Context: an optimization exercise on an open-source flow, tuned for small area, a short achievable clock period and few clock cycles. The choices shown serve that exercise and are no tape-out recipe. Function was checked by simulation only, so behaviour that the tests miss may differ from the original. The flow treats the clock pin as an ideal source, which a real chip does not have. Power and IR drop assume default switching activity.

==> flow/design.v (excerpt) <==
module mips_decoder_top
(
	input  wire    clk,
	input  wire    reset,
	input  wire    dir,
	input  mips_isa_pkg::instr_t data_in,
	input  wire    ack_from_next,
	output logic   ack_prev,
	output logic   dor,
	output mips_exec_pkg::word_t  data_out
);
Size in the first run: about 4100 cells after synthesis, roughly 1200 flip-flops, roughly 70 I/O pins, about 57000 um^2 of cells after synthesis.
export LEC_CHECK = 0
export CAP_MARGIN = 20
export CORE_MARGIN = 2
export CORE_UTILIZATION = 55
export CTS_CLUSTER_DIAMETER = 80
export CTS_CLUSTER_SIZE = 25
export SETUP_SLACK_MARGIN = 3.5
export SLEW_MARGIN = 20
create_clock -name core_clock -period 7.0 [get_ports {clk}]
standard.sh (not shown) runs the stock make flow with config.mk's settings and CLKGATE_MAP_FILE= SYNTH_SCRIPT=/design/flow/synth_recipe.tcl, a recipe that flattens the netlist after the stock synthesis.
==> flow/flow/run.sh <==
#!/bin/bash
# The standard layout (the standard.sh, unchanged synthesis and steps),
# with one addition: flow/post_cts.tcl runs at the end of the clock tree
# step as ORFS's POST_CTS_TCL hook, for a second setup repair.
# make's output goes to standard_flow.log; each ORFS step keeps its own log
# under orfs/logs/.
set -euo pipefail
here=$(pwd)
export POST_CTS_TCL="$here/flow/post_cts.tcl"
bash standard.sh POST_CTS_TCL="$POST_CTS_TCL" finish > "$here/standard_flow.log" 2>&1
==> flow/flow/post_cts.tcl <==
# Extra setup repair at the end of the clock tree step (ORFS POST_CTS_TCL
# hook). The port buffers the standard flow inserts are slow delay cells
# (clkdlybuf4s50_1) that the footprint-matched standard repair cannot swap;
# they become plain buffers here, so every port still has its own buffer.
# Then fresh repair passes that work only on the worst path continue to
# upsize and buffer it. Gate cloning stays off so the registers keep their
# synthesized names and count.
foreach inst [get_cells -filter "ref_name == sky130_fd_sc_hd__clkdlybuf4s50_1"] {
  replace_cell $inst sky130_fd_sc_hd__buf_2
}
estimate_parasitics -placement
repair_timing -setup -setup_margin 4.5 -repair_tns 0 -skip_gate_cloning -verbose
repair_timing -setup -setup_margin 4.5 -repair_tns 0 -skip_gate_cloning -verbose
detailed_placement
check_placement -verbose
estimate_parasitics -placement
report_worst_slack -max
Testbench counts at the start, summed over its fixed seeds: cycles 4,824.
==> next run, changes <==
--- a/flow/config.mk
+++ b/flow/config.mk
@@ -8,5 +8,5 @@
 export CAP_MARGIN = 20
 export CORE_MARGIN = 2
-export CORE_UTILIZATION = 55
+export CORE_UTILIZATION = 45
 export CTS_CLUSTER_DIAMETER = 80
 export CTS_CLUSTER_SIZE = 25
After rerunning:
- routed wire length fell by 1.8%
- via count fell by 2.9%
- setup slack degrades by 0.051 ns
- total power fell by 1.2%

---

== north ==
mips_decoder_top, a different RTL version from the one above (not shown whole).
For scale: ~1300 flip-flops, about 58000 um2 of cells after synthesis.
make LEC_CHECK=0 CAP_MARGIN=20 CORE_MARGIN=2 CORE_UTILIZATION=55 CTS_CLUSTER_DIAMETER=80 CTS_CLUSTER_SIZE=25 SETUP_SLACK_MARGIN=3.5 SLEW_MARGIN=20 finish   # period 7.0 ns
run.sh (not shown) runs the stock make flow with config.mk's settings and CLKGATE_MAP_FILE= SYNTH_SCRIPT=/design/flow/synth_recipe.tcl, a recipe that flattens the netlist after the stock synthesis.
Stock flow here: none of the scripts above is used.
Testbench counts of north, summed over its fixed seeds: cycles 4,824.
Inputs modified between north and south:
==> flow/flow/run.sh (new file) <==
#!/bin/bash
# The standard layout (the standard.sh, unchanged synthesis and steps),
# with one addition: flow/post_cts.tcl runs at the end of the clock tree
# step as ORFS's POST_CTS_TCL hook, for a second setup repair.
# make's output goes to standard_flow.log; each ORFS step keeps its own log
# under orfs/logs/.
set -euo pipefail
here=$(pwd)
export POST_CTS_TCL="$here/flow/post_cts.tcl"
bash standard.sh POST_CTS_TCL="$POST_CTS_TCL" finish > "$here/standard_flow.log" 2>&1
==> flow/flow/post_cts.tcl (new file) <==
# Extra setup repair at the end of the clock tree step (ORFS POST_CTS_TCL
# hook). The port buffers the standard flow inserts are slow delay cells
# (clkdlybuf4s50_1) that the footprint-matched standard repair cannot swap;
# they become plain buffers here, so every port still has its own buffer.
# Then fresh repair passes that work only on the worst path continue to
# upsize and buffer it. Gate cloning stays off so the registers keep their
# synthesized names and count.
foreach inst [get_cells -filter "ref_name == sky130_fd_sc_hd__clkdlybuf4s50_1"] {
  replace_cell $inst sky130_fd_sc_hd__buf_2
}
estimate_parasitics -placement
repair_timing -setup -setup_margin 4.5 -repair_tns 0 -skip_gate_cloning -verbose
repair_timing -setup -setup_margin 4.5 -repair_tns 0 -skip_gate_cloning -verbose
detailed_placement
check_placement -verbose
estimate_parasitics -placement
report_worst_slack -max
==> flow/standard.sh (new file) <==
#!/bin/bash
# synth_recipe.tcl (not shown) runs the flow's synth.tcl, then flattens the netlist and writes it again
# the make line also repeats each setting of config.mk as NAME=value (left out here)
make -C /OpenROAD-flow-scripts/flow DESIGN_CONFIG=/design/flow/config.mk WORK_HOME=/design/flow/orfs CLKGATE_MAP_FILE= SYNTH_SCRIPT=/design/flow/synth_recipe.tcl "${@:-finish}"
removed: flow/run.sh
## What came out
south finished end to end and its layout was clean on timing, DRC and antenna.
south and north ended up with nearly the same combinational power.
In south the delay of the slowest critical-path stage turned out 20 ps higher than in north.
Final non-filler cell area of south exceeds that of north slightly.
On worst setup slack, south does better than north.
Per the comparison of south with north, number of design-rule violations left by the first detailed-router iteration up about 3%, clock power share flat, wire length on met3 up 1.7%, first-pass GRT wire length up about 0.6%, via count up about 0.9%.
Relative to north, the number of standard cells in the final layout excluding fillers measured on south has increased slightly.
Edits applied to the flow inputs when going from south to east:
Settings: swapping 55 for 45 in CORE_UTILIZATION.
## What came out
east — clock share of power 0.3 points lower, south as reference
Inserted tap cell count: south and east compared, higher one is east
Looking at critical path capture point, the u_core.t[23] result is from south; the u_core.t[2] one comes from east.
Between south and east, the clock network area share does not differ in any meaningful way.
Diff south -> east | fraction of standard cell area that is sequential | decrease of 0.30 points
Comparing east with south, the flip-flop and latch count came out essentially unchanged.
east against south; cell area after placement is up slightly.
east gives less worst hold slack after final layout than south did.
Between south and east, the routed wire length figures differ only marginally.

static timing again, ports no longer ideal:
Ports are ideal in the flow. The routed layouts listed here were re-timed in OpenROAD.
Step 1 assumes that a clkbuf_16 drives the clock port and a buf_2 every other input.
Step 2 times the ports against the registers' clock, not the clock port: input delays grow and output delays shrink by t, the midpoint of the rising clock arrivals with the driver on.
Three values: ideal, step 1, step 2; two values: the first two.
| run | t (ns) | setup slack, ns | worst hold slack (ns) |
|---|---|---|---|
| the first run of note 1 | 0.833 | 3.412 / 3.412 / 2.717 | 0.437 / 0.437 / 0.437 |
| the second run of note 1 | 0.855 | 3.361 / 3.361 / 2.789 | 0.430 / 0.430 / 0.430 |
| north | 0.756 | 3.312 / 3.312 / 2.644 | 0.337 / 0.337 / 0.337 |
| south | 0.756 | 3.411 / 3.411 / 3.232 | 0.334 / 0.334 / 0.334 |
| east | 0.746 | 3.396 / 3.396 / 3.109 | 0.331 / 0.331 / 0.331 |
After both steps every run listed still meets setup and hold. For the first run of note 1, which loses most, drivers alone change the setup slack by 0.000 ns; drivers and shift together by -0.695 ns.
